This is an optimization exercise on Yosys and OpenROAD, whose aim is small area and few clock cycles, not a production implementation. RTL that was checked went through simulation tests only; none was proved equivalent to the original. For runs 1, 3 and 4, only the layout was checked, not whether the RTL still works. Power is estimated from default activity; no workload was simulated.

$ cat config.mk
export PLATFORM = sky130hd
export DESIGN_NAME = rdma_resp_gen
export DESIGN_NICKNAME = rdma_resp_gen
export VERILOG_FILES = /design/flow/design.v
export SDC_FILE = /design/flow/constraint.sdc
export NUM_CORES = 4
export LEC_CHECK = 0
export CAP_MARGIN = 20
export CORE_AREA = 10 10 310 310
export CTS_BUF_LIST = sky130_fd_sc_hd__clkbuf_8
export CTS_CLUSTER_DIAMETER = 60
export CTS_CLUSTER_SIZE = 15
export DIE_AREA = 0 0 320 320
export SLEW_MARGIN = 20
$ cat constraint.sdc
create_clock -name core_clock -period 12.0 [get_ports {core_clk}]
set_input_delay 2.4000 -clock core_clock [delete_from_list [all_inputs] [get_ports {core_clk}]]
set_output_delay 2.4000 -clock core_clock [all_outputs]
set_load 0.01 [all_outputs]
$ cat design.v
package roce_hdr_pkg;
  localparam int unsigned HDR_BYTES             = 58;
  localparam int unsigned RD_RESP_PAYLOAD_BYTES = 256;
  localparam int unsigned ETH_HDR_BYTES = 14;
  localparam int unsigned IP_HDR_BYTES  = 20;
  localparam int unsigned UDP_HDR_BYTES = 8;
  localparam int unsigned BTH_OFS       = ETH_HDR_BYTES + IP_HDR_BYTES + UDP_HDR_BYTES;
  localparam logic [7:0] OPC_WR_ONLY      = 8'h0A;
  localparam logic [7:0] OPC_RD_REQ       = 8'h0C;
  localparam logic [7:0] OPC_RD_RESP_ONLY = 8'h10;
  localparam logic [7:0] OPC_ACK          = 8'h11;
  localparam logic [15:0] ETH_TYPE_IPV4 = 16'h0800;
  localparam logic [7:0]  IP_VER_IHL    = 8'h45;
  localparam logic [7:0]  IP_TOS        = 8'hb8;
  localparam logic [15:0] IP_ID         = 16'h5555;
  localparam logic [15:0] IP_FLAGS      = 16'h4000;   
  localparam logic [7:0]  IP_TTL        = 8'hba;
  localparam logic [7:0]  IP_PROTO_UDP  = 8'h11;
  localparam logic [15:0] UDP_SRC_PORT  = 16'h6851;
  localparam logic [15:0] UDP_DST_PORT  = 16'h12b7;   
  localparam logic [15:0] BTH_PKEY      = 16'h666f;
  typedef struct packed {
    logic [47:0] eth_dst;
    logic [47:0] eth_src;
    logic [15:0] eth_type;
    logic [7:0]  ip_ver_ihl;
    logic [7:0]  ip_tos;
    logic [15:0] ip_total_len;
    logic [15:0] ip_id;
    logic [15:0] ip_flags;
    logic [7:0]  ip_ttl;
    logic [7:0]  ip_proto;
    logic [15:0] ip_chksum;
    logic [31:0] ip_src;
    logic [31:0] ip_dst;
    logic [15:0] udp_src_port;
    logic [15:0] udp_dst_port;
    logic [15:0] udp_len;
    logic [15:0] udp_chksum;
    logic [7:0]  bth_opcode;
    logic [7:0]  bth_flags;
    logic [15:0] bth_pkey;
    logic [7:0]  bth_rsvd;
    logic [23:0] bth_dest_qp;
    logic [7:0]  bth_ack_req;
    logic [23:0] bth_psn;
    logic [31:0] aeth;
  } roce_hdr_t;
  typedef union packed {
    roce_hdr_t                 f;
    logic [0:HDR_BYTES-1][7:0] b;
  } roce_hdr_u;
endpackage
package resp_gen_cfg_pkg;
  localparam int unsigned DATA_W     = 512;
  localparam int unsigned KEEP_W     = DATA_W / 8;
  localparam int unsigned BEAT_BYTES = 64;
  localparam int unsigned BEAT_CNT_W = 3;
  localparam int unsigned LEN_W      = 9;
  localparam int unsigned NUM_QP   = 4;
  localparam int unsigned QP_IDX_W = 2;
  localparam logic [7:0] REG_SRC_MAC_LO = 8'h00;
  localparam logic [7:0] REG_SRC_MAC_HI = 8'h04;
  localparam logic [7:0] REG_SRC_IP     = 8'h08;
  localparam logic [7:0] REG_CTRL       = 8'h0C;
  localparam logic [7:0] REG_QP_BASE    = 8'h10;
  localparam logic [7:0] REG_QP_STRIDE  = 8'h10;
  localparam logic [7:0] QP_MAC_LO = 8'h0;
  localparam logic [7:0] QP_MAC_HI = 8'h4;
  localparam logic [7:0] QP_IP     = 8'h8;
endpackage
`timescale 1ns/10ps
module qp_cfg_regs (
  input  logic                                      core_clk,
  input  logic                                      core_aresetn,
  input  logic                                      psel_i,
  input  logic                                      penable_i,
  input  logic                                      pwrite_i,
  input  logic [7:0]                                paddr_i,
  input  logic [31:0]                               pwdata_i,
  output logic [31:0]                               prdata_o,
  output logic                                      pready_o,
  output logic                                      pslverr_o,
  output logic                                      rd_busy_o,   
  input  logic [resp_gen_cfg_pkg::QP_IDX_W-1:0]     hdr_qp_i,
  output logic [47:0]                               src_mac_o,
  output logic [31:0]                               src_ip_o,
  output logic                                      src_lo_v_o,
  output logic                                      src_hi_v_o,
  output logic                                      src_ip_v_o,
  output logic [47:0]                               dst_mac_o,
  output logic [31:0]                               dst_ip_o,
  output logic                                      cfg_en_o
);
  localparam int unsigned NQ = resp_gen_cfg_pkg::NUM_QP;
  logic          sel_src_lo;
  logic          sel_src_hi;
  logic          sel_src_ip;
  logic          sel_ctrl;
  logic [NQ-1:0] sel_qp_lo;
  logic [NQ-1:0] sel_qp_hi;
  logic [NQ-1:0] sel_qp_ip;
  logic          hit;
  logic          wr_en;
  logic [NQ-1:0] qp_sel;
  logic [NQ-1:0][47:0] qp_mac_q;
  logic [NQ-1:0][31:0] qp_ip_q;
  logic [NQ-1:0]       qp_lo_v;
  logic [NQ-1:0]       qp_hi_v;
  logic [NQ-1:0]       qp_ip_v;
  always_comb begin
    sel_src_lo = paddr_i == resp_gen_cfg_pkg::REG_SRC_MAC_LO;
    sel_src_hi = paddr_i == resp_gen_cfg_pkg::REG_SRC_MAC_HI;
    sel_src_ip = paddr_i == resp_gen_cfg_pkg::REG_SRC_IP;
    sel_ctrl   = paddr_i == resp_gen_cfg_pkg::REG_CTRL;
    for (int q = 0; q < NQ; q++) begin
      sel_qp_lo[q] = paddr_i == 8'(resp_gen_cfg_pkg::REG_QP_BASE
                     + q * resp_gen_cfg_pkg::REG_QP_STRIDE + resp_gen_cfg_pkg::QP_MAC_LO);
      sel_qp_hi[q] = paddr_i == 8'(resp_gen_cfg_pkg::REG_QP_BASE
                     + q * resp_gen_cfg_pkg::REG_QP_STRIDE + resp_gen_cfg_pkg::QP_MAC_HI);
      sel_qp_ip[q] = paddr_i == 8'(resp_gen_cfg_pkg::REG_QP_BASE
                     + q * resp_gen_cfg_pkg::REG_QP_STRIDE + resp_gen_cfg_pkg::QP_IP);
    end
    hit = sel_src_lo | sel_src_hi | sel_src_ip | sel_ctrl
          | (|sel_qp_lo) | (|sel_qp_hi) | (|sel_qp_ip);
  end
  assign rd_busy_o = psel_i & penable_i & ~pwrite_i;
  always_comb begin
    for (int q = 0; q < NQ; q++) begin
      qp_sel[q] = rd_busy_o ? (sel_qp_lo[q] | sel_qp_hi[q] | sel_qp_ip[q])
                            : hdr_qp_i == resp_gen_cfg_pkg::QP_IDX_W'(q);
    end
    dst_mac_o = '0;
    dst_ip_o  = '0;
    for (int q = 0; q < NQ; q++) begin
      dst_mac_o = dst_mac_o | {{16{qp_sel[q] & qp_hi_v[q]}} & qp_mac_q[q][47:32],
                               {32{qp_sel[q] & qp_lo_v[q]}} & qp_mac_q[q][31:0]};
      dst_ip_o  = dst_ip_o | ({32{qp_sel[q] & qp_ip_v[q]}} & qp_ip_q[q]);
    end
  end
  assign prdata_o = {31'h0, sel_ctrl & cfg_en_o}
                  | ({32{sel_src_lo & src_lo_v_o}} & src_mac_o[31:0])
                  | ({32{sel_src_hi & src_hi_v_o}} & {16'h0, src_mac_o[47:32]})
                  | ({32{sel_src_ip & src_ip_v_o}} & src_ip_o)
                  | ({32{|sel_qp_lo}} & dst_mac_o[31:0])
                  | ({32{|sel_qp_hi}} & {16'h0, dst_mac_o[47:32]})
                  | ({32{|sel_qp_ip}} & dst_ip_o);
  assign pready_o  = 1'b1;   
  assign pslverr_o = psel_i & penable_i & ~hit;
  assign wr_en     = psel_i & penable_i & pwrite_i;
  always_ff @(posedge core_clk or negedge core_aresetn) begin
    if (!core_aresetn) begin
      cfg_en_o   <= 1'b0;
      src_lo_v_o <= 1'b0;
      src_hi_v_o <= 1'b0;
      src_ip_v_o <= 1'b0;
      qp_lo_v    <= '0;
      qp_hi_v    <= '0;
      qp_ip_v    <= '0;
    end else if (wr_en) begin
      if (sel_ctrl)   cfg_en_o   <= pwdata_i[0];
      if (sel_src_lo) src_lo_v_o <= 1'b1;
      if (sel_src_hi) src_hi_v_o <= 1'b1;
      if (sel_src_ip) src_ip_v_o <= 1'b1;
      for (int q = 0; q < NQ; q++) begin
        if (sel_qp_lo[q]) qp_lo_v[q] <= 1'b1;
        if (sel_qp_hi[q]) qp_hi_v[q] <= 1'b1;
        if (sel_qp_ip[q]) qp_ip_v[q] <= 1'b1;
      end
    end
  end
  always_ff @(posedge core_clk) begin
    if (wr_en) begin
      if (sel_src_lo) src_mac_o[31:0]  <= pwdata_i;
      if (sel_src_hi) src_mac_o[47:32] <= pwdata_i[15:0];
      if (sel_src_ip) src_ip_o         <= pwdata_i;
      for (int q = 0; q < NQ; q++) begin
        if (sel_qp_lo[q]) qp_mac_q[q][31:0]  <= pwdata_i;
        if (sel_qp_hi[q]) qp_mac_q[q][47:32] <= pwdata_i[15:0];
        if (sel_qp_ip[q]) qp_ip_q[q]         <= pwdata_i;
      end
    end
  end
endmodule
`timescale 1ns/10ps
module rd_req_capture (
  input  logic                                cfg_en_i,
  input  logic                                req_valid_i,
  input  logic [resp_gen_cfg_pkg::DATA_W-1:0] req_data_i,
  output logic                                req_ready_o,
  output logic                                cap_valid_o,   
  input  logic                                cap_ready_i,   
  output logic                                cap_is_ack_o,
  output logic [23:0]                         cap_qp_o,
  output logic [23:0]                         cap_psn_o
);
  localparam int unsigned QP_BIT  = (roce_hdr_pkg::BTH_OFS + 5) * 8;
  localparam int unsigned PSN_BIT = (roce_hdr_pkg::BTH_OFS + 9) * 8;
  logic [7:0] opcode;
  logic       op_rd;
  logic       op_wr;
  assign opcode = req_data_i[roce_hdr_pkg::BTH_OFS*8 +: 8];
  assign op_rd  = opcode == roce_hdr_pkg::OPC_RD_REQ;
  assign op_wr  = opcode == roce_hdr_pkg::OPC_WR_ONLY;
  assign cap_valid_o = cfg_en_i && req_valid_i && (op_rd || op_wr);
  assign req_ready_o = cfg_en_i && (!(op_rd || op_wr) || cap_ready_i);
  assign cap_is_ack_o = op_wr;
  assign cap_qp_o     = {req_data_i[QP_BIT +: 8], req_data_i[QP_BIT + 8 +: 8],
                         req_data_i[QP_BIT + 16 +: 8]};
  assign cap_psn_o    = {req_data_i[PSN_BIT +: 8], req_data_i[PSN_BIT + 8 +: 8],
                         req_data_i[PSN_BIT + 16 +: 8]};
endmodule
`timescale 1ns/10ps
module resp_hdr_build (
  input  logic                                      hdr_en_i,
  input  logic                                      cap_is_ack_i,
  input  logic [23:0]                               cap_qp_i,
  input  logic [23:0]                               cap_psn_i,
  input  logic [47:0]                               src_mac_i,
  input  logic [31:0]                               src_ip_i,
  input  logic [47:0]                               dst_mac_i,   
  input  logic [31:0]                               dst_ip_i,
  input  logic                                      src_lo_v_i,
  input  logic                                      src_hi_v_i,
  input  logic                                      src_ip_v_i,
  output roce_hdr_pkg::roce_hdr_u                   hdr_o
);
  logic [15:0]             ip_len;
  roce_hdr_pkg::roce_hdr_t f;
  logic [47:0]             src_mac;
  logic [31:0]             src_ip;
  logic [15:0]             csum_const;
  logic [15:0]             csa0_s;
  logic [15:0]             csa0_c;
  logic [15:0]             csa1_s;
  logic [15:0]             csa1_c;
  logic [15:0]             csa2_s;
  logic [15:0]             csa2_c;
  logic [15:0]             csum_sum;
  function automatic logic [31:0] oc_csa(input logic [15:0] a, input logic [15:0] b,
                                         input logic [15:0] c);
    logic [15:0] maj;
    maj    = (a & b) | (a & c) | (b & c);
    oc_csa = {a ^ b ^ c, maj[14:0], maj[15]};
  endfunction
  function automatic logic [15:0] oc_add(input logic [15:0] a, input logic [15:0] b);
    logic [15:0] g, p, gp, pp, c;
    g  = a & b;
    p  = a ^ b;
    gp = g;
    pp = p;
    for (int k = 0; k < 4; k++) begin
      for (int i = (2 << k) - 1; i < 16; i += (2 << k)) begin
        gp[i] = gp[i] | (pp[i] & gp[i - (1 << k)]);
        pp[i] = pp[i] & pp[i - (1 << k)];
      end
    end
    for (int k = 2; k >= 0; k--) begin
      for (int i = 3 * (1 << k) - 1; i < 16; i += (2 << k)) begin
        gp[i] = gp[i] | (pp[i] & gp[i - (1 << k)]);
        pp[i] = pp[i] & pp[i - (1 << k)];
      end
    end
    c[0] = gp[15];
    for (int i = 1; i < 16; i++) c[i] = gp[i-1] | (pp[i-1] & gp[15]);
    oc_add = p ^ c;
  endfunction
  always_comb begin
    src_mac = {{16{hdr_en_i & src_hi_v_i}} & src_mac_i[47:32],
               {32{hdr_en_i & src_lo_v_i}} & src_mac_i[31:0]};
    src_ip  = {32{hdr_en_i & src_ip_v_i}} & src_ip_i;
  end
  assign ip_len = 16'(roce_hdr_pkg::HDR_BYTES - roce_hdr_pkg::ETH_HDR_BYTES)
                  + (cap_is_ack_i ? 16'd0 : 16'(roce_hdr_pkg::RD_RESP_PAYLOAD_BYTES));
  assign csum_const = cap_is_ack_i ? 16'h954b : 16'h964b;
  always_comb begin
    f              = '0;
    f.eth_type     = roce_hdr_pkg::ETH_TYPE_IPV4;
    f.ip_ver_ihl   = roce_hdr_pkg::IP_VER_IHL;
    f.ip_tos       = roce_hdr_pkg::IP_TOS;
    f.ip_total_len = ip_len;
    f.ip_id        = roce_hdr_pkg::IP_ID;
    f.ip_flags     = roce_hdr_pkg::IP_FLAGS;
    f.ip_ttl       = roce_hdr_pkg::IP_TTL;
    f.ip_proto     = roce_hdr_pkg::IP_PROTO_UDP;
    f.udp_src_port = roce_hdr_pkg::UDP_SRC_PORT;
    f.udp_dst_port = roce_hdr_pkg::UDP_DST_PORT;
    f.udp_len      = ip_len - 16'(roce_hdr_pkg::IP_HDR_BYTES);
    f.bth_opcode   = cap_is_ack_i ? roce_hdr_pkg::OPC_ACK : roce_hdr_pkg::OPC_RD_RESP_ONLY;
    f.bth_pkey     = roce_hdr_pkg::BTH_PKEY;
    f.bth_dest_qp  = cap_qp_i;
    f.bth_psn      = cap_psn_i;
    {csa0_s, csa0_c} = oc_csa(csum_const, src_ip[31:16], src_ip[15:0]);
    {csa1_s, csa1_c} = oc_csa(csa0_s, csa0_c, dst_ip_i[31:16]);
    {csa2_s, csa2_c} = oc_csa(csa1_s, csa1_c, dst_ip_i[15:0]);
    csum_sum    = oc_add(csa2_s, csa2_c);
    f.ip_chksum = ~csum_sum;
    f           = hdr_en_i ? f : '0;
    f.eth_dst   = {48{hdr_en_i}} & dst_mac_i;
    f.eth_src   = src_mac;
    f.ip_src    = src_ip;
    f.ip_dst    = {32{hdr_en_i}} & dst_ip_i;
  end
  assign hdr_o.f = f;
endmodule
`timescale 1ns/10ps
module axis_beat_serializer (
  input  logic                                core_clk,
  input  logic                                core_aresetn,
  input  logic                                hdr_valid_i,
  output logic                                hdr_ready_o,
  output logic                                hdr_en_o,
  input  logic                                rd_busy_i,   
  input  roce_hdr_pkg::roce_hdr_u             hdr_i,
  input  logic                                hdr_is_ack_i,
  output logic [resp_gen_cfg_pkg::DATA_W-1:0] m_axis_tdata_o,
  output logic [resp_gen_cfg_pkg::KEEP_W-1:0] m_axis_tkeep_o,
  output logic                                m_axis_tvalid_o,
  output logic                                m_axis_tlast_o,
  input  logic                                m_axis_tready_i
);
  localparam int unsigned LAST_BEAT = (roce_hdr_pkg::HDR_BYTES
      + roce_hdr_pkg::RD_RESP_PAYLOAD_BYTES - 1) / resp_gen_cfg_pkg::BEAT_BYTES;
  localparam int unsigned CNT_W = $clog2(LAST_BEAT);
  logic                                    busy;       
  logic [CNT_W-1:0]                        beat_cnt;   
  logic [7:0]                              pay_q;
  logic [7:0]                              pay_busy;
  logic                                    last_q;
  logic                                    hdr_fire;
  assign last_q    = beat_cnt == CNT_W'(LAST_BEAT);
  assign hdr_ready_o = !busy && m_axis_tready_i && !rd_busy_i;
  assign hdr_fire  = hdr_valid_i && hdr_ready_o;
  assign hdr_en_o  = !busy;
  assign pay_busy  = {8{busy}} & pay_q;
  assign m_axis_tvalid_o = busy || hdr_fire;
  assign m_axis_tlast_o  = busy ? last_q : hdr_is_ack_i;
  assign m_axis_tkeep_o  = {{(resp_gen_cfg_pkg::KEEP_W - roce_hdr_pkg::HDR_BYTES){!m_axis_tlast_o}},
                            {roce_hdr_pkg::HDR_BYTES{1'b1}}};
  always_comb begin
    for (int i = 0; i < roce_hdr_pkg::HDR_BYTES; i++) begin
      m_axis_tdata_o[i*8 +: 8] = pay_busy | hdr_i.b[i];
    end
    for (int i = roce_hdr_pkg::HDR_BYTES; i < resp_gen_cfg_pkg::KEEP_W; i++) begin
      m_axis_tdata_o[i*8 +: 8] = pay_busy | hdr_i.f.bth_psn[7:0];
    end
  end
  always_ff @(posedge core_clk or negedge core_aresetn) begin
    if (!core_aresetn) begin
      busy     <= 1'b0;
      beat_cnt <= '0;
    end else if (busy) begin
      if (m_axis_tready_i) begin
        busy     <= !last_q;
        beat_cnt <= beat_cnt + 1'b1;
      end
    end else if (hdr_fire && !hdr_is_ack_i) begin
      busy     <= 1'b1;
      beat_cnt <= CNT_W'(1);
    end
  end
  always_ff @(posedge core_clk) begin
    if (hdr_fire) begin
      pay_q <= hdr_i.f.bth_psn[7:0];
    end
  end
endmodule
`timescale 1ns/10ps
module rdma_resp_gen (
  input  logic                                core_clk,
  input  logic                                core_aresetn,
  input  logic                                psel_i,
  input  logic                                penable_i,
  input  logic                                pwrite_i,
  input  logic [7:0]                          paddr_i,
  input  logic [31:0]                         pwdata_i,
  output logic [31:0]                         prdata_o,
  output logic                                pready_o,
  output logic                                pslverr_o,
  input  logic                                req_valid_i,
  output logic                                req_ready_o,
  input  logic [resp_gen_cfg_pkg::DATA_W-1:0] req_data_i,
  output logic [resp_gen_cfg_pkg::DATA_W-1:0] m_axis_tdata_o,
  output logic [resp_gen_cfg_pkg::KEEP_W-1:0] m_axis_tkeep_o,
  output logic                                m_axis_tvalid_o,
  output logic                                m_axis_tlast_o,
  input  logic                                m_axis_tready_i
);
  logic [47:0]                               src_mac;
  logic [31:0]                               src_ip;
  logic [47:0]                               dst_mac;
  logic [31:0]                               dst_ip;
  logic                                      rd_busy;
  logic                                      cfg_en;
  logic                                      src_lo_v;
  logic                                      src_hi_v;
  logic                                      src_ip_v;
  logic                                      cap_valid;
  logic                                      cap_ready;
  logic                                      cap_is_ack;
  logic [23:0]                               cap_qp;
  logic [23:0]                               cap_psn;
  roce_hdr_pkg::roce_hdr_u                   hdr;
  logic                                      hdr_en;
  qp_cfg_regs u_regs (
    .core_clk     (core_clk),
    .core_aresetn (core_aresetn),
    .psel_i       (psel_i),
    .penable_i    (penable_i),
    .pwrite_i     (pwrite_i),
    .paddr_i      (paddr_i),
    .pwdata_i     (pwdata_i),
    .prdata_o     (prdata_o),
    .pready_o     (pready_o),
    .pslverr_o    (pslverr_o),
    .rd_busy_o    (rd_busy),
    .hdr_qp_i     (cap_qp[resp_gen_cfg_pkg::QP_IDX_W-1:0]),
    .src_mac_o    (src_mac),
    .src_ip_o     (src_ip),
    .src_lo_v_o   (src_lo_v),
    .src_hi_v_o   (src_hi_v),
    .src_ip_v_o   (src_ip_v),
    .dst_mac_o    (dst_mac),
    .dst_ip_o     (dst_ip),
    .cfg_en_o     (cfg_en)
  );
  rd_req_capture u_capture (
    .cfg_en_i     (cfg_en),
    .req_valid_i  (req_valid_i),
    .req_data_i   (req_data_i),
    .req_ready_o  (req_ready_o),
    .cap_valid_o  (cap_valid),
    .cap_ready_i  (cap_ready),
    .cap_is_ack_o (cap_is_ack),
    .cap_qp_o     (cap_qp),
    .cap_psn_o    (cap_psn)
  );
  resp_hdr_build u_hdr (
    .hdr_en_i     (hdr_en),
    .cap_is_ack_i (cap_is_ack),
    .cap_qp_i     (cap_qp),
    .cap_psn_i    (cap_psn),
    .src_mac_i    (src_mac),
    .src_ip_i     (src_ip),
    .dst_mac_i    (dst_mac),
    .dst_ip_i     (dst_ip),
    .src_lo_v_i   (src_lo_v),
    .src_hi_v_i   (src_hi_v),
    .src_ip_v_i   (src_ip_v),
    .hdr_o        (hdr)
  );
  axis_beat_serializer u_ser (
    .core_clk        (core_clk),
    .core_aresetn    (core_aresetn),
    .hdr_valid_i     (cap_valid),
    .hdr_ready_o     (cap_ready),
    .hdr_en_o        (hdr_en),
    .rd_busy_i       (rd_busy),
    .hdr_i           (hdr),
    .hdr_is_ack_i    (cap_is_ack),
    .m_axis_tdata_o  (m_axis_tdata_o),
    .m_axis_tkeep_o  (m_axis_tkeep_o),
    .m_axis_tvalid_o (m_axis_tvalid_o),
    .m_axis_tlast_o  (m_axis_tlast_o),
    .m_axis_tready_i (m_axis_tready_i)
  );
endmodule
$ cat flow/run.sh
#!/bin/bash
# The standard layout, except that the port buffers are the smallest
# buffer cell instead of the default delay buffer, and IO pins may sit one
# routing track apart (for a smaller die). Each tool's output goes to the
# ORFS logs under orfs/logs; make's own output to standard.log.
set -o pipefail
bash standard.sh BUFFER_PORTS_ARGS="-buffer_cell sky130_fd_sc_hd__buf_1" \
  PLACE_PINS_ARGS="-min_distance 1 -min_distance_in_tracks" finish > standard.log 2>&1
$ cat standard.sh
#!/bin/bash
# synth_recipe.tcl (not shown) runs the flow's synth.tcl, then flattens the netlist and writes it again
# the make line also repeats each setting of config.mk as NAME=value (left out here)
make -C /OpenROAD-flow-scripts/flow DESIGN_CONFIG=/design/flow/config.mk WORK_HOME=/design/flow/orfs CLKGATE_MAP_FILE= SYNTH_SCRIPT=/design/flow/synth_recipe.tcl "${@:-finish}"
==> impl_metrics.json, run 1 <==
{
  "synth-async-reset-ratio_pct": 4.45,
  "fin_skew_ns": 0.0278,
  "crit_arrival_ns": 8.72,
  "synth.distinct_cells": 70,
  "ir_worst_vdd_mv": 0.0577,
  "area_growth_pct": 10.7,
  "reg2reg_depth": 5,
  "antenna_left": 0,
  "wl_microns": 104000,
  "slew_viol_final": 0,
  "clk_latency_ns": 0.67,
  "final_cell_mix": "buf_1, edfxtp_1, nand2_1",
  "yosys_warnings": 3,
  "path_class": "primary input to output pin",
  "status": "timing/DRC/antenna clean",
  "cellLeakagePower_nw": 8.71,
  "drt_first_pass_iters": 9,
  "finalWorstSetupSlack_ns": 0.879,
  "remaining_drc_errors": 0,
  "syn_inst": 1830,
  "antenna_found_initial": 17,
  "drive_above_1_share_pct": 7.69,
  "period_share_pct": 92.7,
  "first_iter_violations": 2300,
  "critPathMaxFanout": 17,
  "gr-max-usage-layer": "met2",
  "vias": 16900,
  "cts_max_path_buffers": 3,
  "wl_per_cell_microns": 30.7,
  "io_buffers": 656,
  "initial_core_util_pct": 25.0,
  "grt_pass1_wl_microns": 139000,
  "grt_use_total_pct": 19.2,
  "power_density_mw_per_mm2": 108,
  "ys_seq_area_share_pct": 57.3,
  "cts_tree": "done",
  "start_kind": "primary input",
  "synth_ff_type": "edfxtp_1",
  "pin_count": 1172,
  "layout.nets": 2837,
  "dp_hpwl_microns": 78400,
  "die_w_microns": 320,
  "fin_crit_ns": 11.12,
  "ys_ff_latch": 427,
  "worstMarginPinSlew_ns": 1.13,
  "ctsResizeCount": 0,
  "die-height_microns": 320,
  "hold_path_end": "u_regs.qp_lo_v[1]",
  "r2r_start": "u_ser.busy",
  "grt_pass1_vias": 16400,
  "end_kind": "output pin",
  "clkTransAtPathRegs_ns": 0.10,
  "hold_path_class": "register to register",
  "maxSlewHeadroom_pct": 24.4,
  "fillers": 9264,
  "clock_sinks": 427,
  "cts_root_buf": "clkbuf_8",
  "ff2ff_setup_slack_ns": 9.36,
  "grt-ovfl-total": 0,
  "drv_cap": 0,
  "hold_start": "u_regs.qp_lo_v[1]",
  "setup_viol": 0,
  "grt_util_met1_pct": 21.1,
  "vias_per_cell": 4.98,
  "use_met3_pct": 5.46,
  "fmax_mhz": 89.9,
  "rows": 109,
  "timing.rr.end": "u_ser.pay_q[2]",
  "htree_levels": 2,
  "syn_area_sq_mm": 0.0222,
  "tns_ns": 0,
  "avgSynthCellArea_sq_um": 12.1,
  "grt_max_degree": 84,
  "place_congestion": 0.940,
  "final_common_cell": "buf_1",
  "cts_setup_buffers": 0,
  "place_ws_ns": 1.08,
  "synth_edf_count": 408,
  "numCtsBuffers": 37,
  "required_ns": 9.60,
  "design.core.area_sq_mm": 0.0888,
  "holdPathStages": 1,
  "die_area_sq_mm": 0.102,
  "cts_hold_buf": 0,
  "gr-usage-met2_pct": 33.2,
  "finalHoldViolations": 0,
  "rsz0062_at_grt": "no"
}
## Yosys cell counts, drive strengths merged, types with 10 or more instances
cell / count / area (sq um)
a21oi: 106 / 531
nor2: 45 / 169
ha: 32 / 400
or2: 34 / 213
nor3: 10 / 76.3
inv: 66 / 248
a31oi: 49 / 307
or4b: 19 / 201
buf: 362 / 2680
fa: 34 / 681
o221ai: 14 / 123
o21a: 14 / 108
nor2b: 13 / 81.3
a22oi: 14 / 105
a222oi: 95 / 951
edfxtp: 408 / 12300
clkbuf: 58 / 218
a21o: 48 / 360
and2: 26 / 163
o211ai: 10 / 75.1
dfrtp: 19 / 475
nand2: 213 / 800
a21boi: 31 / 233
o21ai: 21 / 105
## worst max-delay path, stage by stage
cell and delay [ns]:
buf_1 0.24, or4b_4 0.57, nor3_4 0.23, o21a_1 0.81, a222oi_1 0.21, a21boi_1 0.31
inv_1 0.15, fa_1 0.45, fa_1 0.48, ha_1 0.39, a21oi_1 0.14, o21ai_0 0.67
a32oi_1 0.14, buf_4 0.22, a41oi_1 0.40, o21ai_0 0.15, a31oi_1 0.52, buf_1 0.22
## worst max path at each step
stage                     cells after the start       startpoint                   to
after global routing                         19           psel_i  m_axis_tdata_o[201]
final                                        18       paddr_i[6]  m_axis_tdata_o[203]
after CTS                                    19       paddr_i[6]  m_axis_tdata_o[201]
after floorplan                              14  req_data_i[336]  m_axis_tdata_o[198]
after detailed placement                     19       paddr_i[6]  m_axis_tdata_o[201]
after global placement                       19       paddr_i[6]  m_axis_tdata_o[201]
## flip-flops by register name (all words and copies together), names as in the netlist
| signal | count |
|---|---|
| u_ser.pay_q | 8 |
| u_regs.src_hi_v_o | 1 |
| u_regs.src_mac_o | 48 |
| u_regs.cfg_en_o | 1 |
| u_ser.busy | 1 |
| u_regs.qp_mac_q | 192 |
| u_regs.qp_ip_v | 4 |
| u_regs.qp_lo_v | 4 |
| u_regs.qp_ip_q | 128 |
| u_regs.src_ip_v_o | 1 |
| u_regs.src_ip_o | 32 |
| u_ser.beat_cnt | 2 |
| u_regs.qp_hi_v | 4 |
| u_regs.src_lo_v_o | 1 |
## logic make-up (layout without fill, tap and decap cells)
kind of cell | Yosys count | count (layout) | share of synthesized area, %
AND/OR/NAND/NOR | 415 | 415 | 9.38
multiplexers | 2 | 2 | 0.101
flip-flops | 427 | 427 | 57.3
other | 1 | 72 | 0.0169
buffers and inverters | 493 | 830 | 14.3
XOR/XNOR | 6 | 6 | 0.237
AO/OA/AOI/OAI | 420 | 420 | 13.8
adder cells (fa/ha/maj) | 66 | 66 | 4.87
## metal layers
| metal | vias to the layer above | wire [microns] |
|---|---|---|
| met1 | 8369 | 37200 |
| met2 | 1210 | 51000 |
| met3 | 190 | 10100 |
| met5 | - | 80 |
| li1 | 7152 | - |
| met4 | 12 | 6060 |
## cell type report
type	instances	area (sq um)	share of cell area, %
Timing Repair Buffer	705	2840	11.6
Inverter	73	279	1.14
Antenna cell	13	32.5	0.132
Sequential cell	427	12700	51.8
Clock inverter	14	104	0.422
Multi-Input combinational cell	968	6620	26.9
Clock buffer	38	523	2.13
Tap cell	1165	1460	5.93
## through the flow
| stage | hold slack, ns | area, sq um | total power [mW] | utilization, % | std cells |
|---|---|---|---|---|---|
| after floorplan | 0.440 | 22400 | 1.78 | - | 1888 |
| after global placement | 0.453 | 23900 | 1.87 | 26.9 | 3338 |
| after detailed placement | 0.455 | 23900 | 1.87 | 26.9 | 3338 |
| after CTS | 0.479 | 24500 | 2.67 | 27.7 | 3390 |
| after global routing | 0.502 | 24600 | 2.74 | 27.7 | 3398 |
| final | 0.479 | 24600 | 2.66 | 27.7 | 3403 |
## report_power, final
part / switching (mW) / total (mW) / internal (mW)
logic: 0.152 / 0.207 / 0.0549
clock network: 0.513 / 0.816 / 0.303
registers: 0.00134 / 1.63 / 1.63
total: 0.666 / 2.66 / 1.99
==> run 2, diff against run 1 <==
--- a/design.v
+++ b/design.v
@@ -323,3 +323,3 @@
       + roce_hdr_pkg::RD_RESP_PAYLOAD_BYTES - 1) / resp_gen_cfg_pkg::BEAT_BYTES;
-  localparam int unsigned CNT_W = $clog2(LAST_BEAT);
+  localparam int unsigned CNT_W = 2;
   logic                                    busy;       
==> impl_metrics.json, run 2 <==
{
  "maxSlewHeadroom_pct": 24.4,
  "grt-ovfl-total": 0,
  "die_w_microns": 320,
  "p_switching_uw": 666,
  "numCtsBuffers": 37,
  "fin_skew_ns": 0.0278,
  "place_ws_ns": 1.08,
  "wl_microns": 104000,
  "period_share_pct": 92.7,
  "cp_slowest_cell": "o21a_1",
  "grt_use_total_pct": 19.2,
  "grt_max_degree": 84,
  "drt_first_pass_iters": 9,
  "rsz0062_at_grt": "no",
  "clk_latency_ns": 0.67,
  "yosys.area.top_type": "edfxtp_1",
  "path_class": "primary input to output pin",
  "synth_commonest_cells": "edfxtp_1, buf_4, nand2_1",
  "die_area_sq_mm": 0.102,
  "yosysTopAreaCellShare_pct": 55.2,
  "swShare_pct": 25.1,
  "fin_cells": 3403,
  "power_density_mw_per_mm2": 108,
  "cellLeakagePower_nw": 8.71,
  "initial_core_util_pct": 25.0,
  "cts_hold_buf": 0,
  "synth-async-reset-ratio_pct": 4.45,
  "pwr-share-comb_pct": 7.8,
  "place_congestion": 0.940,
  "largest_register_ffs": 192,
  "cts_max_path_buffers": 3,
  "vias": 16900,
  "final_common_cell": "buf_1",
  "critPathMaxFanout": 17,
  "vias_per_cell": 4.98,
  "top_register": "u_regs.qp_mac_q",
  "yosys_warnings": 3,
  "hold_path_class": "register to register",
  "ir_worst_vdd_mv": 0.0577,
  "ys_seq_area_share_pct": 57.3,
  "end_kind": "output pin",
  "pin_count": 1172,
  "ys_ff_latch": 427,
  "dp_hpwl_microns": 78400,
  "fmax_mhz": 89.9,
  "grt_pass1_wl_microns": 139000,
  "slew_viol_final": 0,
  "start_kind": "primary input",
  "rows": 109,
  "design.core.area_sq_mm": 0.0888,
  "ctsResizeCount": 0,
  "remaining_drc_errors": 0,
  "io_buffers": 656,
  "place_area_sq_mm": 0.0239,
  "pwr-share-clk_pct": 30.7,
  "status": "timing/DRC/antenna clean",
  "wl_per_cell_microns": 30.7,
  "fin_crit_ns": 11.12,
  "layout.nets": 2837,
  "crit_arrival_ns": 8.72,
  "fillers": 9264,
  "synth_area_leaders": "edfxtp_1, buf_4, a222oi_1, nand2_1, fa_1",
  "dp.cells": 3338,
  "die-height_microns": 320,
  "antenna_left": 0,
  "drv_cap": 0,
  "avgSynthCellArea_sq_um": 12.1,
  "drive_above_1_share_pct": 7.69,
  "antenna_found_initial": 17,
  "synth.most_common_cell": "edfxtp_1",
  "htree_levels": 2,
  "max_stage_delay_ns": 0.81,
  "setup_viol": 0,
  "synth_ff_type": "edfxtp_1",
  "syn_inst": 1830,
  "path_buf_inv": 4,
  "critical-path-top-delay-family": "compound AO/OA/AOI/OAI gates",
  "finalWorstSetupSlack_ns": 0.879,
  "top_regs": "u_regs.qp_mac_q (192), u_regs.qp_ip_q (128), u_regs.src_mac_o (48)",
  "clock_sinks": 427,
  "worstMarginPinSlew_ns": 1.13,
  "syn_area_sq_mm": 0.0222,
  "seqPwrFrac_pct": 61.5,
  "grt_pass1_vias": 16400,
  "finalHoldViolations": 0,
  "internal-power_mw": 1.99,
  "final_cell_mix": "buf_1, edfxtp_1, nand2_1",
  "area_growth_pct": 10.7,
  "cts_tree": "done",
  "cts_root_buf": "clkbuf_8",
  "synth.distinct_cells": 70,
  "first_iter_violations": 2300,
  "required_ns": 9.60,
  "design_area_sq_mm": 0.0246,
  "synth_edf_count": 408,
  "clkTransAtPathRegs_ns": 0.10,
  "tns_ns": 0,
  "cts_setup_buffers": 0,
  "worstPathCellList": "buf_1, or4b_4, nor3_4, o21a_1, a222oi_1, a21boi_1, inv_1, fa_1, fa_1, ha_1, a21oi_1, o21ai_0, a32oi_1, buf_4, a41oi_1, o21ai_0, a31oi_1, buf_1"
}
-- run 2: path summary, 6_finish.rpt --
check                           slack, ns  depth (start not counted)         startpoint                  end
worst max-delay path                 0.88                         18         paddr_i[6]  m_axis_tdata_o[203]
min in group asynchronous            1.68                          2       core_aresetn      u_regs.cfg_en_o
worst min-delay path                 0.48                          1  u_regs.qp_lo_v[1]    u_regs.qp_lo_v[1]
max in group asynchronous           10.06                          2       core_aresetn    u_regs.qp_lo_v[3]
worst min register to register       0.48                          1  u_regs.qp_lo_v[1]    u_regs.qp_lo_v[1]
worst max register to register       9.36                          5         u_ser.busy       u_ser.pay_q[2]
-- run 2: area by class of cell --
cell class	instances	area, sq um	share of cell area [%]
Sequential cell	427	12700	51.8
Multi-Input combinational cell	968	6620	26.9
Timing Repair Buffer	705	2840	11.6
Tap cell	1165	1460	5.93
Clock buffer	38	523	2.13
Inverter	73	279	1.14
Clock inverter	14	104	0.422
Antenna cell	13	32.5	0.132
-- run 2: power groups by stage --
stage	clock network, mW	logic [mW]	registers [mW]
2_1_floorplan	0	0.118	1.67
3_3_place_gp	0	0.204	1.67
3_5_place_dp	0	0.205	1.67
4_1_cts	0.828	0.206	1.63
5_1_grt	0.882	0.222	1.63
6_report	0.816	0.207	1.63
-- run 2: stage by stage --
| step | utilization, % | power (mW) | hold slack (ns) |
|---|---|---|---|
| global route | 27.7 | 2.74 | 0.502 |
| detailed placement | 26.9 | 1.87 | 0.455 |
| CTS | 27.7 | 2.67 | 0.479 |
| floorplan | - | 1.78 | 0.440 |
| global placement | 26.9 | 1.87 | 0.453 |
| finish | 27.7 | 2.66 | 0.479 |
-- run 2: logic make-up (layout without fill, tap and decap cells) --
| logic type | count (synthesis) | after routing | synth area share (%) |
|---|---|---|---|
| AOI/OAI and AO/OA | 420 | 420 | 13.8 |
| xor gates and xnor gates | 6 | 6 | 0.237 |
| adders and majority gates | 66 | 66 | 4.87 |
| buffers and inverters | 493 | 830 | 14.3 |
| DFF | 427 | 427 | 57.3 |
| muxes | 2 | 2 | 0.101 |
| other | 1 | 72 | 0.0169 |
| and+or+nand+nor | 415 | 415 | 9.38 |
-- run 2: layer usage --
| metal | global-route usage (%) | share of wire [%] | up-vias | wire length (microns) |
|---|---|---|---|---|
| met2 | 33.2 | 49 | 1210 | 51000 |
| met1 | 21.1 | 36 | 8369 | 37200 |
| met3 | 5.46 | 9.7 | 190 | 10100 |
| li1 | - | - | 7152 | - |
| met4 | 10.2 | 5.8 | 12 | 6060 |
| met5 | 0 | 0.077 | - | 80 |
Testbench counts of run 2, summed over its fixed seeds: cycles 3,454.
==> run 3, diff against run 2 <==
--- a/design.v
+++ b/design.v
@@ -87,5 +87,2 @@
   output logic [31:0]                               src_ip_o,
-  output logic                                      src_lo_v_o,
-  output logic                                      src_hi_v_o,
-  output logic                                      src_ip_v_o,
   output logic [47:0]                               dst_mac_o,
@@ -104,2 +101,4 @@
   logic          wr_en;
+  logic          clr;       
+  logic [31:0]   wdata;
   logic [NQ-1:0] qp_sel;
@@ -107,5 +106,2 @@
   logic [NQ-1:0][31:0] qp_ip_q;
-  logic [NQ-1:0]       qp_lo_v;
-  logic [NQ-1:0]       qp_hi_v;
-  logic [NQ-1:0]       qp_ip_v;
   always_comb begin
@@ -135,5 +131,4 @@
     for (int q = 0; q < NQ; q++) begin
-      dst_mac_o = dst_mac_o | {{16{qp_sel[q] & qp_hi_v[q]}} & qp_mac_q[q][47:32],
-                               {32{qp_sel[q] & qp_lo_v[q]}} & qp_mac_q[q][31:0]};
-      dst_ip_o  = dst_ip_o | ({32{qp_sel[q] & qp_ip_v[q]}} & qp_ip_q[q]);
+      dst_mac_o = dst_mac_o | ({48{qp_sel[q]}} & qp_mac_q[q]);
+      dst_ip_o  = dst_ip_o | ({32{qp_sel[q]}} & qp_ip_q[q]);
     end
@@ -141,5 +136,5 @@
   assign prdata_o = {31'h0, sel_ctrl & cfg_en_o}
-                  | ({32{sel_src_lo & src_lo_v_o}} & src_mac_o[31:0])
-                  | ({32{sel_src_hi & src_hi_v_o}} & {16'h0, src_mac_o[47:32]})
-                  | ({32{sel_src_ip & src_ip_v_o}} & src_ip_o)
+                  | ({32{sel_src_lo}} & src_mac_o[31:0])
+                  | ({32{sel_src_hi}} & {16'h0, src_mac_o[47:32]})
+                  | ({32{sel_src_ip}} & src_ip_o)
                   | ({32{|sel_qp_lo}} & dst_mac_o[31:0])
@@ -150,21 +145,9 @@
   assign wr_en     = psel_i & penable_i & pwrite_i;
+  assign clr       = !core_aresetn;
+  assign wdata     = clr ? 32'h0 : pwdata_i;
   always_ff @(posedge core_clk or negedge core_aresetn) begin
     if (!core_aresetn) begin
-      cfg_en_o   <= 1'b0;
-      src_lo_v_o <= 1'b0;
-      src_hi_v_o <= 1'b0;
-      src_ip_v_o <= 1'b0;
-      qp_lo_v    <= '0;
-      qp_hi_v    <= '0;
-      qp_ip_v    <= '0;
-    end else if (wr_en) begin
-      if (sel_ctrl)   cfg_en_o   <= pwdata_i[0];
-      if (sel_src_lo) src_lo_v_o <= 1'b1;
-      if (sel_src_hi) src_hi_v_o <= 1'b1;
-      if (sel_src_ip) src_ip_v_o <= 1'b1;
-      for (int q = 0; q < NQ; q++) begin
-        if (sel_qp_lo[q]) qp_lo_v[q] <= 1'b1;
-        if (sel_qp_hi[q]) qp_hi_v[q] <= 1'b1;
-        if (sel_qp_ip[q]) qp_ip_v[q] <= 1'b1;
-      end
+      cfg_en_o <= 1'b0;
+    end else if (wr_en && sel_ctrl) begin
+      cfg_en_o <= pwdata_i[0];
     end
@@ -172,11 +155,9 @@
   always_ff @(posedge core_clk) begin
-    if (wr_en) begin
-      if (sel_src_lo) src_mac_o[31:0]  <= pwdata_i;
-      if (sel_src_hi) src_mac_o[47:32] <= pwdata_i[15:0];
-      if (sel_src_ip) src_ip_o         <= pwdata_i;
-      for (int q = 0; q < NQ; q++) begin
-        if (sel_qp_lo[q]) qp_mac_q[q][31:0]  <= pwdata_i;
-        if (sel_qp_hi[q]) qp_mac_q[q][47:32] <= pwdata_i[15:0];
-        if (sel_qp_ip[q]) qp_ip_q[q]         <= pwdata_i;
-      end
+    if (clr || (wr_en && sel_src_lo)) src_mac_o[31:0]  <= wdata;
+    if (clr || (wr_en && sel_src_hi)) src_mac_o[47:32] <= wdata[15:0];
+    if (clr || (wr_en && sel_src_ip)) src_ip_o         <= wdata;
+    for (int q = 0; q < NQ; q++) begin
+      if (clr || (wr_en && sel_qp_lo[q])) qp_mac_q[q][31:0]  <= wdata;
+      if (clr || (wr_en && sel_qp_hi[q])) qp_mac_q[q][47:32] <= wdata[15:0];
+      if (clr || (wr_en && sel_qp_ip[q])) qp_ip_q[q]         <= wdata;
     end
@@ -222,5 +203,2 @@
   input  logic [31:0]                               dst_ip_i,
-  input  logic                                      src_lo_v_i,
-  input  logic                                      src_hi_v_i,
-  input  logic                                      src_ip_v_i,
   output roce_hdr_pkg::roce_hdr_u                   hdr_o
@@ -268,5 +246,4 @@
   always_comb begin
-    src_mac = {{16{hdr_en_i & src_hi_v_i}} & src_mac_i[47:32],
-               {32{hdr_en_i & src_lo_v_i}} & src_mac_i[31:0]};
-    src_ip  = {32{hdr_en_i & src_ip_v_i}} & src_ip_i;
+    src_mac = {48{hdr_en_i}} & src_mac_i;
+    src_ip  = {32{hdr_en_i}} & src_ip_i;
   end
@@ -323,3 +300,3 @@
       + roce_hdr_pkg::RD_RESP_PAYLOAD_BYTES - 1) / resp_gen_cfg_pkg::BEAT_BYTES;
-  localparam int unsigned CNT_W = 2;
+  localparam int unsigned CNT_W = $clog2(LAST_BEAT);
   logic                                    busy;       
@@ -394,5 +371,2 @@
   logic                                      cfg_en;
-  logic                                      src_lo_v;
-  logic                                      src_hi_v;
-  logic                                      src_ip_v;
   logic                                      cap_valid;
@@ -419,5 +393,2 @@
     .src_ip_o     (src_ip),
-    .src_lo_v_o   (src_lo_v),
-    .src_hi_v_o   (src_hi_v),
-    .src_ip_v_o   (src_ip_v),
     .dst_mac_o    (dst_mac),
@@ -446,5 +417,2 @@
     .dst_ip_i     (dst_ip),
-    .src_lo_v_i   (src_lo_v),
-    .src_hi_v_i   (src_hi_v),
-    .src_ip_v_i   (src_ip_v),
     .hdr_o        (hdr)
==> impl_metrics.json, run 3 <==
{
  "status": "timing/DRC/antenna clean",
  "clkTransAtPathRegs_ns": 0.09,
  "fin_cells": 3324,
  "rows": 109,
  "internal-power_mw": 2.45,
  "seqPwrFrac_pct": 45.2,
  "top_register": "u_regs.qp_mac_q",
  "vias": 16500,
  "period_share_pct": 89.6,
  "syn_area_sq_mm": 0.0224,
  "clock_sinks": 412,
  "worstPathCellList": "buf_1, nand4bb_1, nor3_1, a31o_2, a222oi_1, a21boi_2, fa_1, fa_1, inv_1, ha_1, nand2_1, nor2_1, nand3_2, a311oi_2, nor4_1, a211oi_1, buf_4, buf_1",
  "drv_cap": 0,
  "layout.nets": 2758,
  "synth_ff_type": "edfxtp_1",
  "synth-async-reset-ratio_pct": 0.971,
  "cp_slowest_cell": "a31o_2",
  "io_buffers": 656,
  "design.core.area_sq_mm": 0.0888,
  "largest_register_ffs": 192,
  "place_congestion": 0.898,
  "pwr-share-clk_pct": 20.8,
  "start_kind": "primary input",
  "synth.distinct_cells": 74,
  "numCtsBuffers": 36,
  "setup_viol": 0,
  "yosysTopAreaCellShare_pct": 54.7,
  "first_iter_violations": 2024,
  "end_kind": "output pin",
  "max_stage_delay_ns": 0.79,
  "avgSynthCellArea_sq_um": 12.6,
  "die_w_microns": 320,
  "synth_area_leaders": "edfxtp_1, buf_4, a222oi_1, a21o_1, fa_1",
  "whs_ns": 0.576,
  "yosys_warnings": 3,
  "ys_ff_latch": 412,
  "grt_pass1_vias": 16600,
  "top_regs": "u_regs.qp_mac_q (192), u_regs.qp_ip_q (128), u_regs.src_mac_o (48)",
  "grt-ovfl-total": 0,
  "p_switching_mw": 1.42,
  "ctsResizeCount": 0,
  "wl_per_cell_microns": 29.4,
  "cts_tree": "done",
  "required_ns": 9.60,
  "cts_root_buf": "clkbuf_8",
  "synth.most_common_cell": "edfxtp_1",
  "final_common_cell": "buf_1",
  "finalHoldViolations": 0,
  "ir_worst_vdd_mv": 0.0841,
  "finalWorstSetupSlack_ns": 1.24,
  "fin_crit_ns": 10.76,
  "yosys.area.top_type": "edfxtp_1",
  "cellLeakagePower_nw": 8.75,
  "grt_max_degree": 103,
  "drt_first_pass_iters": 7,
  "critPathMaxFanout": 34,
  "hold_path_class": "register to register",
  "antenna_found_initial": 27,
  "cts_hold_buf": 0,
  "path_class": "primary input to output pin",
  "ys_seq_area_share_pct": 55.2,
  "tns_ns": 0,
  "wl_microns": 97900,
  "worstMarginPinSlew_ns": 1.09,
  "grt_pass1_wl_microns": 132000,
  "rsz0062_at_grt": "no",
  "pwr-share-comb_pct": 34.0,
  "swShare_pct": 36.7,
  "fmax_mhz": 93.0,
  "power_density_mw_per_mm2": 158,
  "antenna_left": 0,
  "dp_hpwl_microns": 73200,
  "final_cell_mix": "buf_1, edfxtp_1, a21o_1",
  "maxSlewHeadroom_pct": 27.2,
  "crit_arrival_ns": 8.36,
  "clk_latency_ns": 0.60,
  "cts_setup_buffers": 0,
  "postLayoutCoreUtil_pct": 27.7,
  "drive_above_1_share_pct": 11.0,
  "synth_commonest_cells": "edfxtp_1, buf_4, a21o_1",
  "pin_count": 1172,
  "cts_max_path_buffers": 3,
  "area_growth_pct": 9.81,
  "htree_levels": 2,
  "dp.cells": 3259,
  "vias_per_cell": 4.95,
  "initial_core_util_pct": 25.2,
  "fin_skew_ns": 0.0305,
  "remaining_drc_errors": 0,
  "fillers": 9153,
  "slew_viol_final": 0,
  "die_area_sq_mm": 0.102,
  "grt_use_total_pct": 18.0,
  "place_ws_ns": 1.39,
  "die-height_microns": 320,
  "synth_edf_count": 408,
  "syn_inst": 1772
}
==> run 3: cell types whose count changed after synthesis, sizes merged, moves of 16 or more <==
cell / delta
nand2: -99
a21o: +76
buf: +17
nor2: -16
a21oi: -36
inv: +17
and2: +17
==> run 3: power by group through the flow <==
stage / Sequential [mW] / Clock [mW] / Combinational, mW
after global placement: 1.78 / 0 / 1.30
after global routing: 1.76 / 0.865 / 1.43
after detailed placement: 1.78 / 0 / 1.31
after CTS: 1.75 / 0.818 / 1.32
final: 1.75 / 0.806 / 1.32
after floorplan: 1.76 / 0 / 0.801
==> run 3: final timing paths <==
| path | startpoint | endpoint | slack, ns | cells after the start |
|---|---|---|---|---|
| max | paddr_i[6] | m_axis_tdata_o[195] | 1.24 | 18 |
| min | u_ser.beat_cnt[1] | u_ser.beat_cnt[1] | 0.58 | 2 |
| max reg2reg | u_ser.busy | u_ser.pay_q[4] | 9.80 | 5 |
| min reg2reg | u_ser.beat_cnt[1] | u_ser.beat_cnt[1] | 0.58 | 2 |
| max in group asynchronous | core_aresetn | u_ser.busy | 9.64 | 2 |
| min in group asynchronous | core_aresetn | u_regs.cfg_en_o | 1.90 | 2 |
==> run 3: logic make-up after synthesis <==
family | after synthesis | synth area share, %
AO/OA/AOI/OAI | 477 | 17.7
XOR/XNOR | 6 | 0.235
adder cells (fa/ha/maj) | 66 | 4.83
buffers and inverters | 521 | 15.2
flip-flops | 412 | 55.2
multiplexers | 1 | 0.0503
other | 1 | 0.0168
AND/OR/NAND/NOR | 288 | 6.77
==> run 3: critical path, delay by kind of cell <==
kind                     cells  cell delay [ns]
adder cells (fa/ha/maj)      3             1.46
AO/OA/AOI/OAI                5             2.19
buffers and inverters        4             0.62
AND/OR/NAND/NOR              6             1.65
==> run 3: stage by stage <==
stage / cell area (sq um) / power [mW]
global placement: 23900 / 3.08
finish: 24600 / 3.87
detailed placement: 23900 / 3.09
floorplan: 22600 / 2.57
global route: 24600 / 4.06
CTS: 24500 / 3.88
==> run 3: layout make-up <==
cell class	instances	area (sq um)	area share [%]
tap	1165	1460	5.93
timing repair buffer	703	2830	11.5
clock buffer	38	523	2.13
multi-input combinational	897	6940	28.2
inverter	83	319	1.30
sequential	412	12400	50.3
antenna	10	25.0	0.102
clock inverter	16	129	0.524
==> run 3: routing by layer <==
metal	vias up	routed length [microns]	share of wire, %	global-route usage, %
met1	8002	34900	36	20.2
met2	1195	46200	47	29.5
met4	26	6820	7.0	11.6
met3	284	9830	10	5.39
li1	6954	-	-	-
met5	-	172	0.18	0
==> run 4, diff against run 3 <==
--- a/design.v
+++ b/design.v
@@ -317,7 +317,5 @@
   always_comb begin
-    for (int i = 0; i < roce_hdr_pkg::HDR_BYTES; i++) begin
-      m_axis_tdata_o[i*8 +: 8] = pay_busy | hdr_i.b[i];
-    end
-    for (int i = roce_hdr_pkg::HDR_BYTES; i < resp_gen_cfg_pkg::KEEP_W; i++) begin
-      m_axis_tdata_o[i*8 +: 8] = pay_busy | hdr_i.f.bth_psn[7:0];
+    for (int i = 0; i < resp_gen_cfg_pkg::KEEP_W; i++) begin
+      m_axis_tdata_o[i*8 +: 8] = pay_busy | ((i < roce_hdr_pkg::HDR_BYTES) ? hdr_i.b[i]
+                                             : hdr_i.f.bth_psn[7:0]);
     end
==> flow/run.sh (replaced) <==
#!/bin/bash
# The standard layout, except that the port buffers are the smallest
# buffer cell instead of the default delay buffer. Each tool's output goes to
# the ORFS logs under orfs/logs; make's own output to standard.log.
set -o pipefail
export BUFFER_PORTS_ARGS="-buffer_cell sky130_fd_sc_hd__buf_1"
bash standard.sh BUFFER_PORTS_ARGS="$BUFFER_PORTS_ARGS" finish > standard.log 2>&1
--- a/config.mk
+++ b/config.mk
@@ -8,3 +8,3 @@
 export CAP_MARGIN = 20
-export CORE_AREA = 10 10 310 310
+export CORE_AREA = 10 10 410 410
 export CTS_BUF_LIST = sky130_fd_sc_hd__clkbuf_8
@@ -12,3 +12,3 @@
 export CTS_CLUSTER_SIZE = 15
-export DIE_AREA = 0 0 320 320
+export DIE_AREA = 0 0 420 420
 export SLEW_MARGIN = 20
==> impl_metrics.json, run 4 <==
{
  "start_kind": "primary input",
  "synthSimpleGateAreaFrac_pct": 6.77,
  "ys_ff_latch": 412,
  "place_ws_ns": 1.29,
  "area_growth_pct": 15.3,
  "synth_edf_count": 408,
  "end_kind": "output pin",
  "hold_start": "u_ser.beat_cnt[1]",
  "synth.distinct_cells": 74,
  "holdPathStages": 2,
  "initial_core_util_pct": 14.1,
  "grt_pass1_vias": 15800,
  "maxSlewHeadroom_pct": 28.1,
  "grt-ovfl-total": 0,
  "synth_commonest_cells": "edfxtp_1, buf_4, a21o_1",
  "ir_worst_vdd_mv": 0.0748,
  "io_buffers": 656,
  "syn_inst": 1772,
  "critPathMaxFanout": 27,
  "antenna_left": 0,
  "vias_per_cell": 3.90,
  "reg2reg_depth": 5,
  "path_class": "primary input to output pin",
  "synth.most_common_cell": "edfxtp_1",
  "wl_microns": 117000,
  "crit_arrival_ns": 8.35,
  "synth_mux_area_share_pct": 0.0503,
  "tns_ns": 0,
  "vias": 16600,
  "power.total_mw": 4.04,
  "rows": 146,
  "crit_cells": 17,
  "synth_compound_area_share_pct": 17.7,
  "antenna_found_initial": 22,
  "drt_first_pass_iters": 9,
  "critical-path-top-delay-family": "compound AO/OA/AOI/OAI gates",
  "setup_viol": 0,
  "status": "timing/DRC/antenna clean",
  "drive_above_1_share_pct": 11.8,
  "r2r_start": "u_ser.busy",
  "synth_top_family_by_area": "compound AO/OA/AOI/OAI gates",
  "finalWorstSetupSlack_ns": 1.25,
  "die_area_sq_mm": 0.176,
  "clock_sinks": 412,
  "grt_pass1_wl_microns": 147000,
  "worstPathCellList": "buf_1, or4b_4, nor3_2, a31o_2, a222oi_1, a21boi_2, fa_1, inv_1, fa_1, ha_1, nand2_1, o21ai_0, nand2_1, a31oi_1, nor4_1, nor3b_1, buf_1",
  "drv_cap": 0,
  "syn_area_sq_mm": 0.0224,
  "final_cell_mix": "buf_1, edfxtp_1, a21o_1",
  "rsz0062_at_grt": "no",
  "cts_root_buf": "clkbuf_8",
  "hold_path_end": "u_ser.beat_cnt[1]",
  "top_regs": "u_regs.qp_mac_q (192), u_regs.qp_ip_q (128), u_regs.src_mac_o (48)",
  "synthAdderAreaFrac_pct": 4.83,
  "fmax_mhz": 93.0,
  "cellLeakagePower_nw": 8.83,
  "yosys.area.top_type": "edfxtp_1",
  "required_ns": 9.60,
  "whs_ns": 0.575,
  "period_share_pct": 89.6,
  "synth-async-reset-ratio_pct": 0.971,
  "grt_use_total_pct": 12.2,
  "largest_register_ffs": 192,
  "postLayoutCoreUtil_pct": 16.3,
  "cts_tree": "done",
  "fin_skew_ns": 0.0235,
  "dp_hpwl_microns": 93300,
  "layout.nets": 2777,
  "ys_seq_area_share_pct": 55.2,
  "slew_viol_final": 0,
  "ff2ff_setup_slack_ns": 9.88,
  "htree_levels": 2,
  "pin_count": 1172,
  "cts_setup_buffers": 0,
  "remaining_drc_errors": 0,
  "wl_per_cell_microns": 27.6,
  "cp_slowest_cell": "a31o_2",
  "finalHoldViolations": 0,
  "clk_latency_ns": 0.62,
  "power_density_mw_per_mm2": 156,
  "numCtsBuffers": 35,
  "timing.rr.end": "u_ser.pay_q[7]",
  "yosysTopAreaCellShare_pct": 54.7,
  "top_register": "u_regs.qp_mac_q",
  "path_buf_inv": 3,
  "first_iter_violations": 2220,
  "fin_crit_ns": 10.75,
  "final_common_cell": "buf_1",
  "synth_ff_type": "edfxtp_1",
  "worstMarginPinSlew_ns": 1.08,
  "yosys_warnings": 3,
  "synth-xor-area-share_pct": 0.235,
  "hold_path_class": "register to register",
  "avgSynthCellArea_sq_um": 12.6,
  "place_congestion": 0.874,
  "design.core.area_sq_mm": 0.159,
  "max_stage_delay_ns": 0.72,
  "die_w_microns": 420,
  "grt_max_degree": 102,
  "cts_hold_buf": 0,
  "clkTransAtPathRegs_ns": 0.10,
  "ctsResizeCount": 0,
  "die-height_microns": 420,
  "synth_area_leaders": "edfxtp_1, buf_4, a222oi_1, a21o_1, fa_1",
  "cts_max_path_buffers": 3
}
==> run 4: cell counts after synthesis <==
No cell type changed its count.
==> run 4: cells by family (layout without fill, tap and decap cells) <==
group                    after synthesis  in the layout
flip-flops                           412            412
AND/OR/NAND/NOR                      288            288
XOR/XNOR                               6              6
adder cells (fa/ha/maj)               66             66
multiplexers                           1              1
buffers and inverters                521            861
AO/OA/AOI/OAI                        477            477
other                                  1             68
==> run 4: worst register-to-register path, delay by kind of cell (launching register included) <==
| kind | cells | cell delay, ns |
|---|---|---|
| buffers and inverters | 2 | 0.76 |
| flip-flops | 1 | 0.46 |
| AND/OR/NAND/NOR | 3 | 0.58 |
==> run 4: report_power, final <==
group	leakage (nW)	switching (mW)	internal [mW]
Clock	0.356	0.488	0.287
Sequential	3.98	0.0457	1.70
Combinational	4.50	1.08	0.429
==> run 4: worst max-delay path by stage <==
| stage | start | endpoint | slack, ns |
|---|---|---|---|
| finish | paddr_i[6] | m_axis_tdata_o[199] | 1.25 |
| detailed placement | paddr_i[6] | m_axis_tdata_o[199] | 1.29 |
| global route | paddr_i[6] | m_axis_tdata_o[199] | 1.01 |
| floorplan | req_data_i[336] | m_axis_tdata_o[198] | 2.76 |
| global placement | paddr_i[6] | m_axis_tdata_o[199] | 1.35 |
| CTS | paddr_i[6] | m_axis_tdata_o[199] | 1.28 |
==> run 4: area by class of cell <==
class,count,area [sq um]
Antenna cell,9,22.5
Multi-Input combinational cell,897,6920
Tap cell,2072,2590
Inverter,83,319
Sequential cell,412,12400
Clock buffer,36,495
Clock inverter,19,113
Timing Repair Buffer,723,2990
Fill cell,17600,133000
==> run 4: routing by layer <==
layer	share of wire (%)	track usage, %
met1	30	11.7
met2	53	22.9
met3	7.6	2.10
met4	9.6	9.96
met5	0.049	0
==> run 4: through the flow <==
stage	instance area [sq um]	std cells
after floorplan	22600	1830
after global placement	25200	4187
after detailed placement	25200	4187
after CTS	25800	4242
after global routing	25800	4245
final	25800	4251

[afterwards: timing with drivers on the ports]
How much do the figures lean on ideal ports? The routed layouts below were timed once more, with nothing changed but the port constraints. Step 1 sets driving cells, clkbuf_16 on the clock port and buf_2 on the other inputs (assumed; they add their load-dependent delay and slew). Step 2, shift: input delay + t, output delay - t, t = (earliest + latest rising clock arrival at the registers) / 2. This alone moves slack from input paths to output paths. a / b / c = ideal ports / drivers / drivers and shift; a / b = the first two.
run	t (ns)	slack for setup (ns)	clock arrival spread, ns	pins driven straight from the clock port
run 1	0.699	0.879 / 0.820 / 0.820	0.071 / 0.071	1
run 2	0.699	0.879 / 0.820 / 0.820	0.071 / 0.071	1
run 3	0.653	1.243 / 1.218 / 1.218	0.037 / 0.038	1
run 4	0.665	1.245 / 1.220 / 1.220	0.036 / 0.035	1
After both steps setup and hold are still met in every run listed.
